Source: an optimization exercise on an open RTL-to-GDS flow (aim: small area). Production flows keep margins and buffers that such runs may drop. No run shown here included a check of the RTL's function; only the layout flow was run. Power and IR drop assume default switching activity.

==> flow/design.v (outline; a module is shown in full before it is edited, if it fits) <==
// module simd_arith: 3569 lines
// module valu_fa: 4 lines
// module valu_ha: 4 lines
// module simd_bitmanip: 663 lines
// module valu_aoi22: 3 lines
// module valu_aoi222: 3 lines
// module valu_oai22: 3 lines
// module valu_nand2: 3 lines
// module valu_nor2: 3 lines
// module result_select: 31 lines
// module valu_rbit: 4 lines
// module valu_rbitn: 4 lines
// module vector_alu: 44 lines
module vector_alu
(
    input  logic        clk,
    input  logic        arst_n,
    input  logic        op_valid,      
    input  logic [5:0]  alu_op,
    input  logic [1:0]  width,         
    input  logic [0:63] reg_a_data,
    input  logic [0:63] reg_b_data,
    output logic [0:63] alu_out,       
    output logic        result_valid   
);
  // ...
==> flow/flow/run.sh <==
#!/bin/bash
# The standard layout (the standard.sh running the ORFS steps), with four changes made
# through ORFS's own hooks and variables, none to its scripts:
#  - the port buffers that global placement adds are sky130_fd_sc_hd__buf_1 (BUFFER_PORTS_ARGS)
#  - after synthesis, combinational cells go back to drive strength 1 (POST_SYNTH_TCL,
#    flow/downsize.tcl); the resizer upsizes later where needed
#  - clock tree synthesis without dummy loads, from clkbuf_8 cells (CTS_ARGS)
#  - after the placement resizer, an input port buffer that only drives one resizer buffer
#    is dropped and that buffer becomes the port buffer (POST_RESIZE_TCL, flow/mergebuf.tcl)
# The make output goes to standard_flow.log here; ORFS keeps its per-step logs in orfs/logs.
set -euo pipefail
here=$(pwd)
export BUFFER_PORTS_ARGS="-buffer_cell sky130_fd_sc_hd__buf_1"
export POST_SYNTH_TCL="$here/flow/downsize.tcl"
export CTS_ARGS="-sink_clustering_enable -repair_clock_nets -dont_use_dummy_load -buf_list sky130_fd_sc_hd__clkbuf_8"
export POST_RESIZE_TCL="$here/flow/mergebuf.tcl"
bash standard.sh > standard_flow.log 2>&1
==> flow/flow/downsize.tcl <==
# POST_SYNTH hook: put every combinational cell that synthesis gave a drive strength above 1
# back to its _1 version (same function and pins); registers, latches, clock cells and
# buffers are left alone. The resizer in the later steps upsizes again where slew,
# capacitance or timing need it.
set db [ord::get_db]
set block [ord::get_db_block]
set n 0
foreach inst [$block getInsts] {
  set name [[$inst getMaster] getName]
  if { [regexp {^(sky130_fd_sc_hd__([a-z0-9]+))_([0-9]+)$} $name -> base func drv] } {
    if { $drv > 1 && ![regexp {^(s?df|s?edf|dl|clk|buf|conb|tap|fill|decap|diode|lpflow)} $func] } {
      set m1 [$db findMaster ${base}_1]
      if { $m1 != "NULL" } {
        $inst swapMaster $m1
        incr n
      }
    }
  }
}
puts "downsize.tcl: $n cells set to drive strength 1"
==> flow/flow/mergebuf.tcl <==
# POST_RESIZE hook: where an input port's buffer drives nothing but one buffer that the
# resizer added for a long wire, the port buffer goes and the port drives that buffer, which
# is then the port's buffer. Every port keeps one buffer.
set block [ord::get_db_block]
set n 0
foreach inst [$block getInsts] {
  if { ![string match "input*" [$inst getName]] } { continue }
  if { ![string match "sky130_fd_sc_hd__buf_*" [[$inst getMaster] getName]] } { continue }
  set a [$inst findITerm A]
  set x [$inst findITerm X]
  set nin [$a getNet]
  set nout [$x getNet]
  if { $nin == "NULL" || $nout == "NULL" } { continue }
  if { [llength [$nout getBTerms]] != 0 || [llength [$nin getBTerms]] != 1 } { continue }
  if { [llength [$nin getITerms]] != 1 } { continue }
  set loads {}
  foreach it [$nout getITerms] {
    if { [$it isInputSignal] } { lappend loads $it }
  }
  if { [llength $loads] != 1 } { continue }
  set l [lindex $loads 0]
  if { ![regexp {^sky130_fd_sc_hd__buf_[0-9]+$} [[[$l getInst] getMaster] getName]] } { continue }
  $a disconnect
  $x disconnect
  $l disconnect
  $l connect $nin
  odb::dbInst_destroy $inst
  odb::dbNet_destroy $nout
  incr n
}
puts "mergebuf.tcl: $n input port buffers merged into the buffer they drove"
==> flow/standard.sh <==
#!/bin/bash
# synth_recipe.tcl (not shown) runs the flow's synth.tcl, then flattens the netlist and writes it again
# the make line also repeats each setting of config.mk as NAME=value (left out here)
make -C /OpenROAD-flow-scripts/flow DESIGN_CONFIG=/design/flow/config.mk WORK_HOME=/design/flow/orfs CLKGATE_MAP_FILE= SYNTH_SCRIPT=/design/flow/synth_recipe.tcl "${@:-finish}"
==> flow/config.mk <==
export PLATFORM = sky130hd
export DESIGN_NAME = vector_alu
export DESIGN_NICKNAME = vector_alu
export VERILOG_FILES = /design/flow/design.v
export SDC_FILE = /design/flow/constraint.sdc
export NUM_CORES = 8
export LEC_CHECK = 0
export CAP_MARGIN = 20
export CORE_MARGIN = 2
export CORE_UTILIZATION = 30
export PLACE_DENSITY = 0.7
export SLEW_MARGIN = 20
export SYNTH_HIERARCHICAL = 1
==> flow/constraint.sdc <==
create_clock -name core_clock -period 16.0 [get_ports {clk}]
set_input_delay 3.2000 -clock core_clock [delete_from_list [all_inputs] [get_ports {clk}]]
set_output_delay 3.2000 -clock core_clock [all_outputs]
set_load 0.01 [all_outputs]
==> impl_metrics.env, run 1 <==
export IMPL_r2r_end="select_i.alu_out[15]$_DFF_PN0_"
export IMPL_clkbuf_count=9
export IMPL_coreArea_mm2=0.125
export IMPL_final_cell_mix="nor2_1 (1131), fa_1 (916), nand2_1 (264)"
export IMPL_use_met2_pct=41.4
export IMPL_use_met1_pct=34.4
export IMPL_p_comb_share_pct=65.9
export IMPL_status="finished clean"
export IMPL_areaGrowthSynthToFinish_pct=8.72
export IMPL_power_switching_uw=562
export IMPL_num_fill_cells=12845
export IMPL_clk_pin_slew_ns=0.08
export IMPL_arrival_ns=14.55
export IMPL_p_sw_share_pct=58.9
export IMPL_layout_nets=5352
export IMPL_setup_violations=0
export IMPL_place_gp_congestion=1.07
export IMPL_min_period_ns=14.33
export IMPL_powerComb_uw=628
export IMPL_clk_share_pct=0.301
export IMPL_cpPeakStageDelay_ns=1.14
export IMPL_layout_drive_gt1_share_pct=4.37
export IMPL_layout_cells_non_filler=5899
export IMPL_worst_ir_drop_vdd_mv=0.0300
export IMPL_grt_busiest_layer="met2"
export IMPL_dr_pass1_iters=14
export IMPL_timing_hold_ws_ns=0.552
export IMPL_drt_initial_drc_count=6967
export IMPL_finalHoldViolCount=0
export IMPL_reg_top3="select_i.alu_out (64), select_i.result_valid (1)"
export IMPL_grt_max_degree=99
==> module result_select, before the edit <==
module result_select
(
    input  logic        clk,
    input  logic        arst_n,
    input  logic        op_valid,
    input  logic [63:0] arith_result,
    input  logic [63:0] sh_out,        
    input  logic        srl,
    output logic [0:63] alu_out,
    output logic        result_valid
);
    logic [63:0] nxt;
    genvar j;
    for (j = 0; j < 16; j++) begin : g_bit
        valu_rbit u_rbit (.ar(arith_result[j]), .sh(sh_out[j]), .shr(sh_out[63-j]), .srl(srl),
                          .v(op_valid), .q(alu_out[63-j]), .d(nxt[j]));
    end
    for (j = 16; j < 64; j++) begin : g_bitn
        valu_rbitn u_rbit (.arn(arith_result[j]), .sh(sh_out[j]), .shr(sh_out[63-j]), .srl(srl),
                           .v(op_valid), .q(alu_out[63-j]), .d(nxt[j]));
    end
    always_ff @(posedge clk or negedge arst_n) begin
        if (!arst_n) begin
            alu_out      <= '0;
            result_valid <= 1'b0;
        end else begin
            result_valid <= op_valid;  
            alu_out      <= nxt;       
        end
    end
endmodule
==> module valu_rbit, before the edit <==
module valu_rbit (input logic ar, input logic sh, input logic shr, input logic srl,
                  input logic v, input logic q, output logic d);
    assign d = v ? (ar | ~(srl ? shr : sh)) : q;
endmodule
==> module valu_rbitn, before the edit <==
module valu_rbitn (input logic arn, input logic sh, input logic shr, input logic srl,
                   input logic v, input logic q, output logic d);
    assign d = v ? ~(arn & (srl ? shr : sh)) : q;
endmodule
==> module vector_alu, before the edit <==
module vector_alu
(
    input  logic        clk,
    input  logic        arst_n,
    input  logic        op_valid,      
    input  logic [5:0]  alu_op,
    input  logic [1:0]  width,         
    input  logic [0:63] reg_a_data,
    input  logic [0:63] reg_b_data,
    output logic [0:63] alu_out,       
    output logic        result_valid   
);
    logic [63:0] a, b;
    assign a = reg_a_data;
    assign b = reg_b_data;
    logic [63:0] arith_result;
    logic [63:0] sh_out;
    logic        srl;
    simd_arith arith_i (
        .alu_op       (alu_op),
        .width        (width),
        .a            (a),
        .b            (b),
        .arith_result (arith_result)
    );
    simd_bitmanip bitmanip_i (
        .alu_op          (alu_op),
        .width           (width),
        .a               (a),
        .b               (b),
        .sh_out          (sh_out),
        .srl             (srl)
    );
    result_select select_i (
        .clk             (clk),
        .arst_n          (arst_n),
        .op_valid        (op_valid),
        .arith_result    (arith_result),
        .sh_out          (sh_out),
        .srl             (srl),
        .alu_out         (alu_out),
        .result_valid    (result_valid)
    );
endmodule
==> run 2: changes to the inputs <==
--- a/flow/design.v
+++ b/flow/design.v
@@ -38,17 +38,17 @@
     endfunction
     function automatic logic [5:0] shamt_mask(input logic [1:0] w);
         shamt_mask = 6'(lane_bits(w) - 1);
     endfunction
 endpackage
 `timescale 1ns/1ns
 module simd_arith
 (
-    input  logic [5:0]  alu_op,
+    input  logic [5:0]  alu_op,    
     input  logic [1:0]  width,
     input  logic [63:0] a,         
     input  logic [63:0] b,
     output logic [63:0] arith_result
 );
     logic is_mul, odd, as, sub;
     assign is_mul = (alu_op == 6'd8) || (alu_op == 6'd9);
     assign odd    = alu_op[0];
@@ -3616,34 +3616,38 @@
 endmodule
 module valu_ha (input logic a, input logic b, output logic s, output logic co);
     assign s  = a ^ b;
     assign co = a & b;
 endmodule
 `timescale 1ns/1ns
 module simd_bitmanip
 (
-    input  logic [5:0]  alu_op,
+    input  logic        op_valid,
+    input  logic [5:0]  alu_op,    
     input  logic [1:0]  width,
     input  logic [63:0] a,         
     input  logic [63:0] b,
+    input  logic [63:0] q,         
     output logic [63:0] sh_out,    
     output logic        srl
 );
+    logic hold;
+    assign hold   = ~op_valid;
     logic op_and, op_or, op_xor, op_not, sll, rot, shl;
     assign op_and = (alu_op == 6'd1);
     assign op_or  = (alu_op == 6'd2);
     assign op_xor = (alu_op == 6'd3);
     assign op_not = (alu_op == 6'd4);
     assign sll    = (alu_op == 6'd10);
     assign srl    = (alu_op == 6'd11);
     assign rot    = (alu_op == 6'd13);
     assign shl    = sll | rot;
     logic [63:0] st0;
-    assign st0 = ~(({64{shl}} & a) | ({64{srl}} & {a[0], a[1], a[2], a[3], a[4], a[5], a[6], a[7], a[8], a[9], a[10], a[11], a[12], a[13], a[14], a[15], a[16], a[17], a[18], a[19], a[20], a[21], a[22], a[23], a[24], a[25], a[26], a[27], a[28], a[29], a[30], a[31], a[32], a[33], a[34], a[35], a[36], a[37], a[38], a[39], a[40], a[41], a[42], a[43], a[44], a[45], a[46], a[47], a[48], a[49], a[50], a[51], a[52], a[53], a[54], a[55], a[56], a[57], a[58], a[59], a[60], a[61], a[62], a[63]}));    
+    assign st0 = ~(({64{shl}} & a) | ({64{srl}} & {a[0], a[1], a[2], a[3], a[4], a[5], a[6], a[7], a[8], a[9], a[10], a[11], a[12], a[13], a[14], a[15], a[16], a[17], a[18], a[19], a[20], a[21], a[22], a[23], a[24], a[25], a[26], a[27], a[28], a[29], a[30], a[31], a[32], a[33], a[34], a[35], a[36], a[37], a[38], a[39], a[40], a[41], a[42], a[43], a[44], a[45], a[46], a[47], a[48], a[49], a[50], a[51], a[52], a[53], a[54], a[55], a[56], a[57], a[58], a[59], a[60], a[61], a[62], a[63]}) | ({64{hold}} & q));    
     logic [7:0] amt [0:5];
     assign amt[0][0] = ((width == 2'd0) & b[0]) | ((width == 2'd1) & b[0]) | ((width == 2'd2) & b[0]) | ((width == 2'd3) & b[0]);
     assign amt[0][1] = ((width == 2'd0) & b[8]) | ((width == 2'd1) & b[0]) | ((width == 2'd2) & b[0]) | ((width == 2'd3) & b[0]);
     assign amt[0][2] = ((width == 2'd0) & b[16]) | ((width == 2'd1) & b[16]) | ((width == 2'd2) & b[0]) | ((width == 2'd3) & b[0]);
     assign amt[0][3] = ((width == 2'd0) & b[24]) | ((width == 2'd1) & b[16]) | ((width == 2'd2) & b[0]) | ((width == 2'd3) & b[0]);
     assign amt[0][4] = ((width == 2'd0) & b[32]) | ((width == 2'd1) & b[32]) | ((width == 2'd2) & b[32]) | ((width == 2'd3) & b[0]);
     assign amt[0][5] = ((width == 2'd0) & b[40]) | ((width == 2'd1) & b[32]) | ((width == 2'd2) & b[32]) | ((width == 2'd3) & b[0]);
     assign amt[0][6] = ((width == 2'd0) & b[48]) | ((width == 2'd1) & b[48]) | ((width == 2'd2) & b[32]) | ((width == 2'd3) & b[0]);
@@ -4308,39 +4312,39 @@
     input  logic        srl,
     output logic [0:63] alu_out,
     output logic        result_valid
 );
     logic [63:0] nxt;
     genvar j;
     for (j = 0; j < 16; j++) begin : g_bit
         valu_rbit u_rbit (.ar(arith_result[j]), .sh(sh_out[j]), .shr(sh_out[63-j]), .srl(srl),
-                          .v(op_valid), .q(alu_out[63-j]), .d(nxt[j]));
+                          .d(nxt[j]));
     end
     for (j = 16; j < 64; j++) begin : g_bitn
         valu_rbitn u_rbit (.arn(arith_result[j]), .sh(sh_out[j]), .shr(sh_out[63-j]), .srl(srl),
-                           .v(op_valid), .q(alu_out[63-j]), .d(nxt[j]));
+                           .d(nxt[j]));
     end
     always_ff @(posedge clk or negedge arst_n) begin
         if (!arst_n) begin
             alu_out      <= '0;
             result_valid <= 1'b0;
         end else begin
             result_valid <= op_valid;  
             alu_out      <= nxt;       
         end
     end
 endmodule
 module valu_rbit (input logic ar, input logic sh, input logic shr, input logic srl,
-                  input logic v, input logic q, output logic d);
-    assign d = v ? (ar | ~(srl ? shr : sh)) : q;
+                  output logic d);
+    assign d = ar | ~(srl ? shr : sh);
 endmodule
 module valu_rbitn (input logic arn, input logic sh, input logic shr, input logic srl,
-                   input logic v, input logic q, output logic d);
-    assign d = v ? ~(arn & (srl ? shr : sh)) : q;
+                   output logic d);
+    assign d = ~(arn & (srl ? shr : sh));
 endmodule
 `timescale 1ns/1ns
 module vector_alu
 (
     input  logic        clk,
     input  logic        arst_n,
     input  logic        op_valid,      
     input  logic [5:0]  alu_op,
@@ -4348,31 +4352,37 @@
     input  logic [0:63] reg_a_data,
     input  logic [0:63] reg_b_data,
     output logic [0:63] alu_out,       
     output logic        result_valid   
 );
     logic [63:0] a, b;
     assign a = reg_a_data;
     assign b = reg_b_data;
+    logic [63:0] q;
+    assign q = alu_out;
+    logic [5:0] op;
+    assign op = alu_op & {6{op_valid}};
     logic [63:0] arith_result;
     logic [63:0] sh_out;
     logic        srl;
     simd_arith arith_i (
-        .alu_op       (alu_op),
+        .alu_op       (op),
         .width        (width),
         .a            (a),
         .b            (b),
         .arith_result (arith_result)
     );
     simd_bitmanip bitmanip_i (
-        .alu_op          (alu_op),
+        .op_valid        (op_valid),
+        .alu_op          (op),
         .width           (width),
         .a               (a),
         .b               (b),
+        .q               (q),
         .sh_out          (sh_out),
         .srl             (srl)
     );
     result_select select_i (
         .clk             (clk),
         .arst_n          (arst_n),
         .op_valid        (op_valid),
         .arith_result    (arith_result),
==> flow/config.mk (replaced) <==
export PLATFORM = sky130hd
export DESIGN_NAME = vector_alu
export DESIGN_NICKNAME = vector_alu
export VERILOG_FILES = /design/flow/design.v
export SDC_FILE = /design/flow/constraint.sdc
export NUM_CORES = 8
export LEC_CHECK = 0
export CAP_MARGIN = 20
export CORE_MARGIN = 2
export CORE_UTILIZATION = 30
export SLEW_MARGIN = 20
export SYNTH_HIERARCHICAL = 1
==> run 2 against run 1 <==
  * Sequential power is 55% higher
  * Clock power hardly changed
  * Sequential share of layout area hardly changed
  * Largest cell class unchanged
==> impl_metrics.env, run 2 <==
export IMPL_synth_area_mm2=0.0376
export IMPL_tightestPinTransition_ns=1.27
export IMPL_p_sw_share_pct=62.7
export IMPL_syn_nets=5239
export IMPL_io_pins=204
export IMPL_start_kind="primary input"
export IMPL_num_fill_cells=12825
export IMPL_slew_violations=0
export IMPL_antenna_found_initial=29
export IMPL_use_met1_pct=40.7
export IMPL_final_cell_mix="nor2_1 (1067), fa_1 (916), nand2_1 (318)"
export IMPL_coreArea_mm2=0.124
export IMPL_fin_setup_tns_ns=0
export IMPL_use_met2_pct=43.7
export IMPL_rows=129
export IMPL_largest_register_ffs=64
export IMPL_dr_pass1_iters=14
export IMPL_p_seq_share_pct=18.2
export IMPL_layout_nets=5316
export IMPL_clock_sinks=65
export IMPL_ant_nets=0
export IMPL_clockPowerShare_pct=7.0
export IMPL_skew_ns=0.0246
export IMPL_crit_start="op_valid"
export IMPL_path_max_fanout=21
export IMPL_critPathCaptureType="flip-flop"
export IMPL_vias=37287
export IMPL_portBuffers=203
export IMPL_p_leak_nw=20.2
export IMPL_critPathKind="primary input to flip-flop"
export IMPL_drt_initial_drc_count=6863
export IMPL_grt_usage_pct=30.9
export IMPL_grt_pass1_wl_mm=283
export IMPL_reg_top3="select_i.alu_out (64), select_i.result_valid (1)"
export IMPL_cts_tree="yes"
export IMPL_clk_pin_slew_ns=0.07
export IMPL_place_gp_congestion=1.06
export IMPL_fin_total_pwr_mw=1.74
export IMPL_post_dp_hpwl_mm=157
export IMPL_min_period_ns=14.54
export IMPL_initial_core_util_pct=30.3
export IMPL_worst_ir_drop_vdd_mv=0.0412
export IMPL_grt_busiest_layer="met2"
export IMPL_synth_warnings=20
export IMPL_top_register="select_i.alu_out"
export IMPL_layout_drive_gt1_share_pct=5.73
export IMPL_die_h_um=358
export IMPL_worstHoldPathType="flip-flop to flip-flop"
export IMPL_wl_per_cell_um=34.3
export IMPL_via_per_inst=6.41
export IMPL_worst_endpoint_required_ns=16.29
export IMPL_finalHoldViolCount=0
export IMPL_power_switching_mw=1.09
export IMPL_rsz0062_at_grt="no"
export IMPL_syn_inst=4098
export IMPL_htree_levels=3
export IMPL_fin_crit_sh_pct=90.9
export IMPL_die_area_mm2=0.128
export IMPL_arrival_ns=14.83
export IMPL_setup_violations=0
export IMPL_design_area_mm2=0.0412
export IMPL_grt_max_degree=70
export IMPL_use_met3_pct=11.7
export IMPL_place_area_mm2=0.0410
export IMPL_cts_buffers=9
export IMPL_drc_errors=0
export IMPL_grt_pass1_vias=37838
export IMPL_postCtsSetupBuffers=0
export IMPL_cpPeakStageDelay_ns=0.70
export IMPL_slew_headroom_pct=14.5
export IMPL_synth_avg_cell_area_um2=9.17
export IMPL_power_density_mw_per_mm2=42.3
export IMPL_worstSkewPairLatency_ns=0.40
export IMPL_p_comb_share_pct=74.8
export IMPL_areaGrowthSynthToFinish_pct=9.50
export IMPL_status="finished clean"
export IMPL_internal_power_uw=650
export IMPL_hold_buffers=0
export IMPL_final_common_cell="nor2_1"
export IMPL_cp_common_cell="fa_1"
export IMPL_min_from="select_i.alu_out[31]$_DFF_PN0_"
export IMPL_clk_path_buf_depth=2
export IMPL_die_width_um=358
export IMPL_fmax_mhz=68.8
export IMPL_wl_mm=199
export IMPL_slowest_stage="nor2b_2"
export IMPL_cts_root_buf="clkbuf_8"
export IMPL_maxCapViolations=0
export IMPL_ctsResizeCount=0
export IMPL_grt_overflow=0
export IMPL_rr_startpoint="select_i.alu_out[19]$_DFF_PN0_"
-- run 2: path summary, 6_finish.rpt --
kind                       depth (start not counted)                        endpoint  slack, ns
max                                               35   select_i.alu_out[0]$_DFF_PN0_       1.46
min reg2reg                                        9  select_i.alu_out[36]$_DFF_PN0_       2.09
min                                                9  select_i.alu_out[36]$_DFF_PN0_       2.09
max reg2reg                                        9  select_i.alu_out[60]$_DFF_PN0_      10.91
min in group asynchronous                          1  select_i.alu_out[59]$_DFF_PN0_       2.66
max in group asynchronous                          2  select_i.alu_out[27]$_DFF_PN0_      12.17
-- run 2: metal layers --
metal  wire (um)  up-vias  share of wire, %
li1            -    14592                 -
met1       76100    19077                38
met2       81800     2962                41
met3       28200      630                14
met4       13200       26               6.6
met5         153        -             0.077
-- run 2: final cells by class --
| class | instances | area, um2 | area share (%) |
|---|---|---|---|
| Multi-Input combinational cell | 3741 | 35300 | 85.8 |
| Tap cell | 1637 | 2050 | 4.98 |
| Timing Repair Buffer | 316 | 1860 | 4.53 |
| Sequential cell | 65 | 1630 | 3.95 |
| Inverter | 42 | 160 | 0.389 |
| Clock buffer | 9 | 124 | 0.301 |
| Antenna cell | 11 | 27.5 | 0.0669 |
-- run 2: worst max-delay path: cells and delay by family --
| family | cells | cell delay [ns] |
|---|---|---|
| AO/OA/AOI/OAI | 5 | 1.07 |
| multiplexers | 1 | 0.33 |
| AND/OR/NAND/NOR | 11 | 3.67 |
| buffers and inverters | 3 | 0.61 |
| adder cells (fa/ha/maj) | 15 | 5.94 |
-- run 2: power by group through the flow --
stage	logic (mW)	registers, mW	clock network [mW]
4_1_cts	1.23	0.307	0.122
6_report	1.30	0.317	0.122
2_1_floorplan	0.618	0.284	0
3_3_place_gp	1.24	0.311	0
5_1_grt	1.34	0.314	0.128
3_5_place_dp	1.23	0.310	0
-- run 2: through the flow --
stage / cells / hold slack [ns] / util [%] / setup slack [ns]
after floorplan: 4098 / 1.37 / - / 2.58
after global placement: 5866 / 1.97 / 33.3 / 1.38
after detailed placement: 5799 / 1.96 / 33.1 / 1.30
after CTS: 5808 / 1.99 / 33.2 / 1.70
after global routing: 5811 / 2.18 / 33.2 / 1.18
final: 5821 / 2.09 / 33.2 / 1.46

==> re-timing with driven ports <==
Ports are ideal in the flow. The routed layouts listed here were re-timed in OpenROAD. Step 1 assumes that a clkbuf_16 drives the clock port and a buf_2 every other input. Step 2 also shifts input and output timing later by t, the mid clock arrival at the registers, as if the neighbouring blocks saw the same clock. Three values: no drivers, after step 1, after step 2; two values: the first two.
run	t (ns)	setup WS [ns]	worst setup path at the end	slew at the worst register clock pin (ns)	pins driven straight from the clock port
run 1	0.434	1.667 / 1.679 / 1.245	input to register	0.08 / 0.08	1
run 2	0.445	1.458 / 1.492 / 1.047	input to register	0.09 / 0.09	1
After both steps setup and hold are still met in every run listed. The setup slack of run 1, which loses most, moves by +0.012 ns with the drivers and by -0.422 ns with both steps.
